This design comes from an exercise in tuning for a short achievable clock period and few clock cycles on the open sky130 flow, not from production work. In this exercise RTL edits were held to simulation tests only and were not proved equivalent to the original. Power figures rest on the tool's default switching activity, not on a simulated workload.

File: design/flow/design.v
package cpu_pkg;
  typedef logic [15:0] word_t;      
  typedef logic [15:0] instr_t;
  typedef logic [3:0]  reg_addr_t;
  typedef logic [15:0] imm_t;       
  typedef enum logic [3:0] {
    OP_NOP  = 4'd0,
    OP_ADD  = 4'd1,
    OP_SUB  = 4'd2,
    OP_AND  = 4'd3,
    OP_OR   = 4'd4,
    OP_XOR  = 4'd5,
    OP_MOVI = 4'd6,
    OP_ADDI = 4'd7,
    OP_B    = 4'd8
  } opcode_e;
  typedef enum logic {
    FWD_REG = 1'b0,   
    FWD_WB  = 1'b1    
  } fwd_sel_e;
  localparam word_t RESET_PC = 16'h0000;
  localparam int    NUM_REGS = 16;
endpackage
`timescale 1ns/1ns
module fetch_unit (
  input  logic            clk_i,
  input  logic            reset_2_r,
  input  cpu_pkg::instr_t instr_i,
  input  logic            flush_i,
  input  cpu_pkg::word_t  branch_target_i,
  output cpu_pkg::word_t  pc_o,
  output cpu_pkg::instr_t fetch_instr_o,
  output cpu_pkg::word_t  fetch_pc_o,
  output logic            fetch_valid_o
);
  cpu_pkg::word_t pc_q;
  assign pc_o = pc_q;   
  always_ff @(posedge clk_i or posedge reset_2_r) begin
    if (reset_2_r) begin
      pc_q          <= cpu_pkg::RESET_PC;
      fetch_valid_o <= 1'b0;
    end else if (flush_i) begin
      pc_q          <= branch_target_i;
      fetch_valid_o <= 1'b0;   
    end else begin
      pc_q          <= pc_q + 16'd1;
      fetch_valid_o <= 1'b1;
    end
  end
  always_ff @(posedge clk_i) begin
    fetch_instr_o <= instr_i;
    fetch_pc_o    <= pc_q;
  end
endmodule
`timescale 1ns/1ns
module decode_unit (
  input  logic               clk_i,
  input  logic               reset_2_r,
  input  cpu_pkg::instr_t    fetch_instr_i,
  input  cpu_pkg::word_t     fetch_pc_i,
  input  logic               fetch_valid_i,
  input  logic               flush_i,
  output cpu_pkg::reg_addr_t rd_addr_a_o,
  output cpu_pkg::reg_addr_t rd_addr_b_o,
  input  cpu_pkg::word_t     rd_data_a_i,
  input  cpu_pkg::word_t     rd_data_b_i,
  output logic               id_ex_valid_o,
  output cpu_pkg::opcode_e   id_ex_op_o,
  output cpu_pkg::reg_addr_t id_ex_rd_o,
  output cpu_pkg::reg_addr_t id_ex_rn_o,       
  output cpu_pkg::reg_addr_t id_ex_rm_o,
  output logic               id_ex_use_rn_o,
  output logic               id_ex_use_rm_o,
  output cpu_pkg::word_t     id_ex_rn_data_o,
  output cpu_pkg::word_t     id_ex_rm_data_o,
  output cpu_pkg::imm_t      id_ex_imm_o,
  output cpu_pkg::word_t     id_ex_pc_o,
  output logic               id_ex_writes_rd_o,
  output logic               id_ex_is_branch_o
);
  cpu_pkg::opcode_e   raw_op;
  cpu_pkg::opcode_e   dec_op;
  cpu_pkg::reg_addr_t f_rd;
  cpu_pkg::reg_addr_t f_rn;
  cpu_pkg::reg_addr_t f_rm;
  cpu_pkg::imm_t      dec_imm;
  logic               dec_use_rn;
  logic               dec_use_rm;
  logic               dec_writes_rd;
  logic               dec_is_branch;
  assign raw_op = cpu_pkg::opcode_e'(fetch_instr_i[15:12]);
  assign f_rd   = fetch_instr_i[11:8];
  assign f_rn   = fetch_instr_i[7:4];
  assign f_rm   = fetch_instr_i[3:0];
  assign rd_addr_a_o = (raw_op == cpu_pkg::OP_ADDI) ? f_rd : f_rn;
  assign rd_addr_b_o = f_rm;
  always_comb begin
    dec_op        = cpu_pkg::OP_NOP;
    dec_use_rn    = 1'b0;
    dec_use_rm    = 1'b0;
    dec_writes_rd = 1'b0;
    dec_is_branch = 1'b0;
    dec_imm       = {8'h00, fetch_instr_i[7:0]};   
    case (raw_op)
      cpu_pkg::OP_ADD, cpu_pkg::OP_SUB, cpu_pkg::OP_AND,
      cpu_pkg::OP_OR, cpu_pkg::OP_XOR: begin
        dec_op        = raw_op;
        dec_use_rn    = 1'b1;
        dec_use_rm    = 1'b1;
        dec_writes_rd = 1'b1;
      end
      cpu_pkg::OP_MOVI: begin
        dec_op        = raw_op;
        dec_writes_rd = 1'b1;
      end
      cpu_pkg::OP_ADDI: begin
        dec_op        = raw_op;
        dec_use_rn    = 1'b1;
        dec_writes_rd = 1'b1;
      end
      cpu_pkg::OP_B: begin
        dec_op        = raw_op;
        dec_is_branch = 1'b1;
        dec_imm       = {{4{fetch_instr_i[11]}}, fetch_instr_i[11:0]};
      end
      default: ;   
    endcase
  end
  always_ff @(posedge clk_i or posedge reset_2_r) begin
    if (reset_2_r) begin
      id_ex_valid_o     <= 1'b0;
      id_ex_writes_rd_o <= 1'b0;
      id_ex_is_branch_o <= 1'b0;
    end else if (flush_i) begin   
      id_ex_valid_o     <= 1'b0;
      id_ex_writes_rd_o <= 1'b0;
      id_ex_is_branch_o <= 1'b0;
    end else begin
      id_ex_valid_o     <= fetch_valid_i;
      id_ex_writes_rd_o <= fetch_valid_i & dec_writes_rd;
      id_ex_is_branch_o <= fetch_valid_i & dec_is_branch;
    end
  end
  always_ff @(posedge clk_i) begin
    id_ex_op_o      <= dec_op;
    id_ex_rd_o      <= f_rd;
    id_ex_rn_o      <= rd_addr_a_o;
    id_ex_rm_o      <= rd_addr_b_o;
    id_ex_use_rn_o  <= dec_use_rn;
    id_ex_use_rm_o  <= dec_use_rm;
    id_ex_rn_data_o <= rd_data_a_i;
    id_ex_rm_data_o <= rd_data_b_i;
    id_ex_imm_o     <= dec_imm;
    id_ex_pc_o      <= fetch_pc_i;
  end
endmodule
`timescale 1ns/1ns
module register_file #(
  parameter int NUM_REGS = cpu_pkg::NUM_REGS
) (
  input  logic               clk_i,
  input  logic               reset_2_r,
  input  cpu_pkg::reg_addr_t rd_addr_a_i,
  input  cpu_pkg::reg_addr_t rd_addr_b_i,
  input  logic               wr_en_i,
  input  cpu_pkg::reg_addr_t wr_addr_i,
  input  cpu_pkg::word_t     wr_data_i,
  output cpu_pkg::word_t     rd_data_a_o,
  output cpu_pkg::word_t     rd_data_b_o
);
  cpu_pkg::word_t regs_q [NUM_REGS];
  always_ff @(posedge clk_i or posedge reset_2_r) begin
    if (reset_2_r) begin
      for (int i = 0; i < NUM_REGS; i++) begin
        regs_q[i] <= '0;
      end
    end else if (wr_en_i) begin
      regs_q[wr_addr_i] <= wr_data_i;
    end
  end
  assign rd_data_a_o = (wr_en_i && wr_addr_i == rd_addr_a_i) ? wr_data_i
                                                              : regs_q[rd_addr_a_i];
  assign rd_data_b_o = (wr_en_i && wr_addr_i == rd_addr_b_i) ? wr_data_i
                                                              : regs_q[rd_addr_b_i];
endmodule
`timescale 1ns/1ns
module execute_unit (
  input  logic               clk_i,
  input  logic               reset_2_r,
  input  cpu_pkg::fwd_sel_e  fwd_rn_sel_i,
  input  cpu_pkg::fwd_sel_e  fwd_rm_sel_i,
  input  logic               id_ex_valid_i,
  input  cpu_pkg::opcode_e   id_ex_op_i,
  input  cpu_pkg::reg_addr_t id_ex_rd_i,
  input  cpu_pkg::word_t     id_ex_rn_data_i,
  input  cpu_pkg::word_t     id_ex_rm_data_i,
  input  cpu_pkg::imm_t      id_ex_imm_i,
  input  cpu_pkg::word_t     id_ex_pc_i,
  input  logic               id_ex_writes_rd_i,
  output cpu_pkg::word_t     branch_target_o,
  output logic               wb_valid_o,
  output cpu_pkg::reg_addr_t wb_rd_o,
  output cpu_pkg::word_t     wb_data_o
);
  cpu_pkg::word_t op_a;
  cpu_pkg::word_t op_b;
  cpu_pkg::word_t alu_result;
  assign op_a = (fwd_rn_sel_i == cpu_pkg::FWD_WB) ? wb_data_o : id_ex_rn_data_i;
  assign op_b = (fwd_rm_sel_i == cpu_pkg::FWD_WB) ? wb_data_o : id_ex_rm_data_i;
  always_comb begin
    case (id_ex_op_i)
      cpu_pkg::OP_ADD:  alu_result = op_a + op_b;
      cpu_pkg::OP_SUB:  alu_result = op_a - op_b;
      cpu_pkg::OP_AND:  alu_result = op_a & op_b;
      cpu_pkg::OP_OR:   alu_result = op_a | op_b;
      cpu_pkg::OP_XOR:  alu_result = op_a ^ op_b;
      cpu_pkg::OP_MOVI: alu_result = id_ex_imm_i;
      cpu_pkg::OP_ADDI: alu_result = op_a + id_ex_imm_i;   
      default:          alu_result = '0;
    endcase
  end
  assign branch_target_o = id_ex_pc_i + id_ex_imm_i;
  always_ff @(posedge clk_i or posedge reset_2_r) begin
    if (reset_2_r) begin
      wb_valid_o <= 1'b0;
    end else begin
      wb_valid_o <= id_ex_valid_i & id_ex_writes_rd_i;
    end
  end
  always_ff @(posedge clk_i) begin
    wb_rd_o   <= id_ex_rd_i;
    wb_data_o <= alu_result;
  end
endmodule
`timescale 1ns/1ns
module hazard_ctrl (
  input  logic               id_ex_valid_i,
  input  cpu_pkg::reg_addr_t id_ex_rn_i,
  input  cpu_pkg::reg_addr_t id_ex_rm_i,
  input  logic               id_ex_use_rn_i,
  input  logic               id_ex_use_rm_i,
  input  logic               id_ex_is_branch_i,
  input  logic               wb_valid_i,
  input  cpu_pkg::reg_addr_t wb_rd_i,
  output logic               flush_o,
  output cpu_pkg::fwd_sel_e  fwd_rn_sel_o,
  output cpu_pkg::fwd_sel_e  fwd_rm_sel_o
);
  logic rn_hit;
  logic rm_hit;
  assign rn_hit = wb_valid_i && id_ex_use_rn_i && (wb_rd_i == id_ex_rn_i);
  assign rm_hit = wb_valid_i && id_ex_use_rm_i && (wb_rd_i == id_ex_rm_i);
  assign fwd_rn_sel_o = rn_hit ? cpu_pkg::FWD_WB : cpu_pkg::FWD_REG;
  assign fwd_rm_sel_o = rm_hit ? cpu_pkg::FWD_WB : cpu_pkg::FWD_REG;
  assign flush_o = id_ex_valid_i & id_ex_is_branch_i;
endmodule
`timescale 1ns/1ns
module cpu_core #(
  parameter int NUM_REGS = cpu_pkg::NUM_REGS
) (
  input  logic               clk_i,
  input  logic               reset_2_r,
  input  cpu_pkg::instr_t    instr_i,
  output cpu_pkg::word_t     pc_o,
  output logic               wb_valid_o,
  output cpu_pkg::reg_addr_t wb_rd_o,
  output cpu_pkg::word_t     wb_data_o
);
  cpu_pkg::instr_t    fetch_instr;
  cpu_pkg::word_t     fetch_pc;
  logic               fetch_valid;
  logic               wb_valid;
  cpu_pkg::reg_addr_t wb_rd;
  cpu_pkg::word_t     wb_data;
  logic               flush;
  cpu_pkg::fwd_sel_e  fwd_rn_sel;
  cpu_pkg::fwd_sel_e  fwd_rm_sel;
  cpu_pkg::word_t     branch_target;
  cpu_pkg::reg_addr_t rd_addr_a;
  cpu_pkg::reg_addr_t rd_addr_b;
  cpu_pkg::word_t     rd_data_a;
  cpu_pkg::word_t     rd_data_b;
  logic               id_ex_valid;
  cpu_pkg::opcode_e   id_ex_op;
  cpu_pkg::reg_addr_t id_ex_rd;
  cpu_pkg::reg_addr_t id_ex_rn;
  cpu_pkg::reg_addr_t id_ex_rm;
  logic               id_ex_use_rn;
  logic               id_ex_use_rm;
  cpu_pkg::word_t     id_ex_rn_data;
  cpu_pkg::word_t     id_ex_rm_data;
  cpu_pkg::imm_t      id_ex_imm;
  cpu_pkg::word_t     id_ex_pc;
  logic               id_ex_writes_rd;
  logic               id_ex_is_branch;
  fetch_unit fetch_unit_i (
    .clk_i           (clk_i),
    .reset_2_r       (reset_2_r),
    .instr_i         (instr_i),
    .flush_i         (flush),
    .branch_target_i (branch_target),
    .pc_o            (pc_o),
    .fetch_instr_o   (fetch_instr),
    .fetch_pc_o      (fetch_pc),
    .fetch_valid_o   (fetch_valid)
  );
  decode_unit decode_unit_i (
    .clk_i         (clk_i),
    .reset_2_r     (reset_2_r),
    .fetch_instr_i (fetch_instr),
    .fetch_pc_i    (fetch_pc),
    .fetch_valid_i (fetch_valid),
    .flush_i       (flush),
    .rd_addr_a_o   (rd_addr_a),
    .rd_addr_b_o   (rd_addr_b),
    .rd_data_a_i   (rd_data_a),
    .rd_data_b_i   (rd_data_b),
    .id_ex_valid_o     (id_ex_valid),
    .id_ex_op_o        (id_ex_op),
    .id_ex_rd_o        (id_ex_rd),
    .id_ex_rn_o        (id_ex_rn),
    .id_ex_rm_o        (id_ex_rm),
    .id_ex_use_rn_o    (id_ex_use_rn),
    .id_ex_use_rm_o    (id_ex_use_rm),
    .id_ex_rn_data_o   (id_ex_rn_data),
    .id_ex_rm_data_o   (id_ex_rm_data),
    .id_ex_imm_o       (id_ex_imm),
    .id_ex_pc_o        (id_ex_pc),
    .id_ex_writes_rd_o (id_ex_writes_rd),
    .id_ex_is_branch_o (id_ex_is_branch)
  );
  register_file #(
    .NUM_REGS (NUM_REGS)
  ) register_file_i (
    .clk_i       (clk_i),
    .reset_2_r   (reset_2_r),
    .rd_addr_a_i (rd_addr_a),
    .rd_addr_b_i (rd_addr_b),
    .wr_en_i     (wb_valid),
    .wr_addr_i   (wb_rd),
    .wr_data_i   (wb_data),
    .rd_data_a_o (rd_data_a),
    .rd_data_b_o (rd_data_b)
  );
  execute_unit execute_unit_i (
    .clk_i           (clk_i),
    .reset_2_r       (reset_2_r),
    .fwd_rn_sel_i    (fwd_rn_sel),
    .fwd_rm_sel_i    (fwd_rm_sel),
    .id_ex_valid_i     (id_ex_valid),
    .id_ex_op_i        (id_ex_op),
    .id_ex_rd_i        (id_ex_rd),
    .id_ex_rn_data_i   (id_ex_rn_data),
    .id_ex_rm_data_i   (id_ex_rm_data),
    .id_ex_imm_i       (id_ex_imm),
    .id_ex_pc_i        (id_ex_pc),
    .id_ex_writes_rd_i (id_ex_writes_rd),
    .branch_target_o (branch_target),
    .wb_valid_o      (wb_valid),
    .wb_rd_o         (wb_rd),
    .wb_data_o       (wb_data)
  );
  hazard_ctrl hazard_ctrl_i (
    .id_ex_valid_i     (id_ex_valid),
    .id_ex_rn_i        (id_ex_rn),
    .id_ex_rm_i        (id_ex_rm),
    .id_ex_use_rn_i    (id_ex_use_rn),
    .id_ex_use_rm_i    (id_ex_use_rm),
    .id_ex_is_branch_i (id_ex_is_branch),
    .wb_valid_i   (wb_valid),
    .wb_rd_i      (wb_rd),
    .flush_o      (flush),
    .fwd_rn_sel_o (fwd_rn_sel),
    .fwd_rm_sel_o (fwd_rm_sel)
  );
  assign wb_valid_o = wb_valid;
  assign wb_rd_o    = wb_rd;
  assign wb_data_o  = wb_data;
endmodule
File: design/flow/run.sh
#!/bin/bash
# synth_recipe.tcl (not shown) runs the flow's synth.tcl, then flattens the netlist and writes it again
# the make line also repeats each setting of config.mk as NAME=value (left out here)
make -C /OpenROAD-flow-scripts/flow DESIGN_CONFIG=/design/flow/config.mk WORK_HOME=/design/flow/orfs CLKGATE_MAP_FILE= SYNTH_SCRIPT=/design/flow/synth_recipe.tcl finish
File: design/flow/config.mk
export PLATFORM = sky130hd
export DESIGN_NAME = cpu_core
export DESIGN_NICKNAME = cpu_core
export VERILOG_FILES = /design/flow/design.v
export SDC_FILE = /design/flow/constraint.sdc
export NUM_CORES = 4
export LEC_CHECK = 0
export CAP_MARGIN = 20
export CORE_MARGIN = 2
export CORE_UTILIZATION = 35
export SLEW_MARGIN = 20
File: design/flow/constraint.sdc
create_clock -name core_clock -period 6.0 [get_ports {clk_i}]
set_input_delay 1.2000 -clock core_clock [delete_from_list [all_inputs] [get_ports {clk_i}]]
set_output_delay 1.2000 -clock core_clock [all_outputs]
set_load 0.01 [all_outputs]
==> summary.txt <==
==> area by class of cell <==
cell class / instances / area [um2] / share of cell area
Clock buffer: 63 / 1296 / 0.05675
Inverter: 52 / 198.9 / 0.008709
Multi-Input combinational cell: 1244 / 9774 / 0.4279
Tap cell: 756 / 945.9 / 0.04141
Sequential cell: 403 / 9454 / 0.4139
Timing Repair Buffer: 106 / 955.9 / 0.04185
Clock inverter: 18 / 216.5 / 0.009476
==> per-layer routing <==
layer / track usage / wire length [um] / up-vias / part of all wire
li1: - / - / 6866 / -
met1: 0.2893 / 26960 / 7783 / 0.40
met2: 0.3359 / 29090 / 1001 / 0.43
met3: 0.06792 / 7405 / 269 / 0.11
met4: 0.1062 / 3557 / 2 / 0.053
met5: 0 / 13 / - / 0.00019
==> cell usage after synthesis (2+ instances only) <==
cell / number / area (um2)
a21o_1: 7 / 52.55
inv_1: 50 / 187.7
xor2_1: 23 / 201.4
o221ai_1: 12 / 105.1
fa_1: 2 / 40.04
nand4_1: 37 / 231.5
o22ai_1: 33 / 206.5
mux2_2: 260 / 2928
nor2_1: 88 / 330.3
buf_1: 3 / 11.26
buf_2: 4 / 20.02
o2111ai_1: 4 / 35.03
o31ai_1: 5 / 37.54
xnor2_1: 37 / 324.1
nor3_1: 30 / 150.1
or2_2: 3 / 18.77
o211ai_1: 7 / 52.55
dfxtp_1: 126 / 2522
a211o_1: 2 / 17.52
a222oi_1: 2 / 20.02
nor4_1: 6 / 37.54
nand4b_1: 2 / 17.52
o311ai_0: 2 / 17.52
nand3_1: 50 / 250.2
a22o_1: 27 / 236.5
dfrtp_1: 277 / 6932
clkbuf_1: 111 / 416.7
o21a_1: 3 / 22.52
nand2b_1: 14 / 87.58
a21oi_1: 73 / 365.4
a22oi_1: 172 / 1291
a211oi_1: 4 / 30.03
o21ai_0: 57 / 285.3
nor2b_1: 11 / 68.82
nand2_1: 92 / 345.3
and3_1: 11 / 68.82
mux2i_1: 35 / 350.3
inv_2: 2 / 7.510
ha_1: 61 / 763.2
a221oi_1: 37 / 324.1
or3_1: 7 / 43.79
or4_1: 3 / 22.52
o41ai_1: 4 / 35.03
and2_1: 4 / 25.02
buf_6: 2 / 22.52
==> logic make-up after synthesis <==
group,Yosys count,share of synthesized area
AOI/OAI and AO/OA,461,0.1646
DFF,403,0.4781
and+or+nand+nor,363,0.08796
muxes,296,0.1669
buffers and inverters,173,0.03404
adders and majority gates,63,0.04063
xor gates and xnor gates,61,0.02772
==> layout by cell type, fill, tap and decap left out, drive strengths merged, types with 10 or more instances in the layout <==
cell and n:
nand4 37, clkdlybuf4s50 54, a22o 27, nand3 50
clkbuf 63, o22ai 33, inv 54, ha 61
and3 11, xnor2 37, nor2b 11, nand2b 14
a22oi 172, o21ai 57, o221ai 13, dfxtp 126
mux2i 36, nor2 88, a221oi 37, nand2 92
nor3 30, mux2 260, xor2 23, clkinv 10
buf 52, dfrtp 277, a21oi 73
==> flip-flops by register name (all words and copies together) (netlist names), 3 cells and up <==
signal	count
decode_unit_i.id_ex_rm_data_o	16
decode_unit_i.id_ex_rm_o	3
fetch_unit_i.pc_q	16
decode_unit_i.id_ex_rd_o	4
decode_unit_i.id_ex_imm_o	9
decode_unit_i.id_ex_pc_o	16
execute_unit_i.wb_data_o	16
decode_unit_i.id_ex_rn_o	4
fetch_unit_i.fetch_instr_o	16
execute_unit_i.wb_rd_o	4
decode_unit_i.id_ex_op_o	4
fetch_unit_i.fetch_pc_o	16
decode_unit_i.id_ex_rn_data_o	16
register_file_i.regs_q	256
==> power groups by stage <==
stage,sequential [W],clock (W),combinational (W)
after floorplan,0.00350,0,0.00117
after global placement,0.00371,0,0.00152
after detailed placement,0.00373,0,0.00156
after CTS,0.00368,0.00288,0.00157
after global routing,0.00376,0.00300,0.00173
final,0.00370,0.00283,0.00158
==> worst max-delay path by stage <==
stage,from,slack (ns),to,depth (start not counted)
finish,execute_unit_i.wb_rd_o[2]$_DFF_P_,1.07,execute_unit_i.wb_data_o[15]$_DFF_P_,15
global route,execute_unit_i.wb_rd_o[2]$_DFF_P_,0.63,execute_unit_i.wb_data_o[12]$_DFF_P_,16
CTS,execute_unit_i.wb_rd_o[2]$_DFF_P_,1.14,execute_unit_i.wb_data_o[12]$_DFF_P_,16
detailed placement,execute_unit_i.wb_rd_o[2]$_DFF_P_,1.16,execute_unit_i.wb_data_o[12]$_DFF_P_,16
global placement,execute_unit_i.wb_rd_o[2]$_DFF_P_,1.25,execute_unit_i.wb_data_o[15]$_DFF_P_,15
floorplan,reset_2_r,1.13,decode_unit_i.id_ex_is_branch_o$_DFF_PP0_,1
==> metrics by stage <==
step | setup WS (ns) | hold slack [ns]
3_5_place_dp | 1.162 | 0.3132
5_1_grt | 0.6331 | 0.3241
4_1_cts | 1.142 | 0.3222
2_1_floorplan | 1.135 | 0.3096
6_report | 1.065 | 0.3201
3_3_place_gp | 1.246 | 0.3110
==> flow_metrics.env <==
export IMPL_run_status="timing/DRC/antenna clean"
export IMPL_ant_nets=0
export IMPL_cts_setup_buffers=0
export IMPL_nets=1932
export IMPL_hp_start="fetch_unit_i.fetch_pc_o[11]$_DFF_P_"
export IMPL_ys_seq_elements=403
export IMPL_seqPwrFrac=0.456
export IMPL_die_y_um=241.7
export IMPL_clk_transition_reported_paths_ns=0.06
export IMPL_critical_path_cell_chain="inv_1 > a2111oi_4 > nand3_1 > buf_4 > o41ai_1 > xnor2_1 > o221ai_1 > ha_1 > o41ai_1 > o21ai_0 > nand2_1 > nand3_1 > o41a_1 > xnor3_1 > o2111ai_2"
export IMPL_clock_fmax_ghz=0.2026
export IMPL_num_rows=87
export IMPL_reg2reg_depth=15
export IMPL_slew_headroom=0.1395
export IMPL_grt_pass1_wl_mm=98.93
export IMPL_whs_path_depth=0
export IMPL_cts_root_buf="clkbuf_16"
export IMPL_p_comb_frac=0.195
export IMPL_syn_area_mm2=0.01977
export IMPL_period_minus_slack_ns=4.935
export IMPL_maxCapViolCount=0
export IMPL_netlist_instances=1820
export IMPL_cts_buffer_depth=3
export IMPL_io_pins=55
export IMPL_drc_errors=0
export IMPL_power_density_mw_per_mm2=355.0
export IMPL_wire_per_inst_um=25.37
export IMPL_yosysWarnings=5
export IMPL_cp_required_ns=6.43
export IMPL_r2r_slack_ns=1.07
export IMPL_syn_to_final_growth_pct=15.52
export IMPL_core_mm2=0.05617
export IMPL_post_route_period_util=0.8224
export IMPL_postCtsResizedCells=0
export IMPL_grt_overflow_total=0
export IMPL_irDropWorstVdd_mv=0.1974
export IMPL_yosysUniqueCellTypes=63
export IMPL_dp_cells=2561
export IMPL_crit_slowest_cell="dfxtp_1"
export IMPL_vias=15920
export IMPL_numClockSinks=403
export IMPL_clkLatencyLatePin_ns=0.58
export IMPL_grtUsageTotal=0.2221
export IMPL_fillers=5356
export IMPL_critPathBufInv=2
export IMPL_finalSetupTns_ns=0
export IMPL_critPathMaxFanout=27
export IMPL_antenna_found_initial=1
export IMPL_fp_dieW_um=241.7
export IMPL_antenna_cells=0
export IMPL_cts_hold_buf=0
export IMPL_async_flop_share=0.6873
export IMPL_finalSetupViolCount=0
export IMPL_grt_pass1_vias=15410
export IMPL_drtPass1Iterations=7
export IMPL_clkPwrFrac=0.349
export IMPL_portBuffers=54
export IMPL_drt_iter0_markers=2171
export IMPL_worstMarginPinSlew_ns=1.287
export IMPL_hpwl_mm=40.38
export IMPL_p_leak_nw=10.35
export IMPL_drt_total_wl_mm=67.03
export IMPL_die_area_mm2=0.05841
export IMPL_min_path_type="flop to flop"
export IMPL_r2r_start="execute_unit_i.wb_rd_o[2]$_DFF_P_"
export IMPL_syn_avg_cell_area_um2=10.86
export IMPL_p_sw_w=0.002485
export IMPL_swShare=0.3065
export IMPL_cts_tree="done"
export IMPL_timing_rr_end="execute_unit_i.wb_data_o[15]$_DFF_P_"
export IMPL_slowest_delay_ns=0.71
export IMPL_p_int_w=0.005625
export IMPL_cts_buffers=44
export IMPL_final_core_util=0.4067
export IMPL_arrival_ns=5.37
export IMPL_fin_cells=2642
export IMPL_p_total_w=0.008110
export IMPL_worstSetupPathType="flop to flop"
export IMPL_drv_slew=0
export IMPL_cp_top_family="compound AO/OA/AOI/OAI gates"
export IMPL_cp_end_kind="flop"
export IMPL_place_congestion=0.8831
export IMPL_postPlaceCellArea_mm2=0.02132
export IMPL_critPathLaunchType="flop"
export IMPL_syn_num_nets=1901
export IMPL_skew_ns=0.02496
export IMPL_start_util=0.3520
export IMPL_grt_setup_unrepaired="false"
export IMPL_synth_edf_count=0
export IMPL_h_tree_depth=2
export IMPL_finalInstanceArea_mm2=0.02284
export IMPL_hold_end="decode_unit_i.id_ex_pc_o[11]$_DFF_P_"
export IMPL_via_per_inst=6.026
export IMPL_seq_area_frac_synth=0.4781
export IMPL_layout_drive_gt1_share=0.2222
export IMPL_grt_max_degree=152
export IMPL_synth_top_flop_cell="dfrtp_1"
export IMPL_finalHoldViolCount=0
Testbench counts, summed over its fixed seeds: cycles 15,582.

[afterwards: timing with drivers on the ports]
In the flow no input, the clock included, has a driving cell. The finished layout below was timed again as built, in two steps.
Step 1 (the two cells are an assumption about what drives the block):
set clk [get_ports {clk_i}]
set_driving_cell -lib_cell sky130_fd_sc_hd__clkbuf_16 $clk
set_driving_cell -lib_cell sky130_fd_sc_hd__buf_2 [delete_from_list [all_inputs] $clk]
Step 2 also shifts input and output timing later by t, the mid clock arrival at the registers, as if the neighbouring blocks saw the same clock.
a / b / c = ideal / step 1 / step 2; a / b = the first two.
t, ns: 0.631
slack for setup (ns): 1.065 / 1.065 / 1.065
worst setup path after step 2: register to register
After both steps this run still meets setup and hold. The setup slack of this run moves by 0.000 ns with the drivers and by 0.000 ns with both steps.
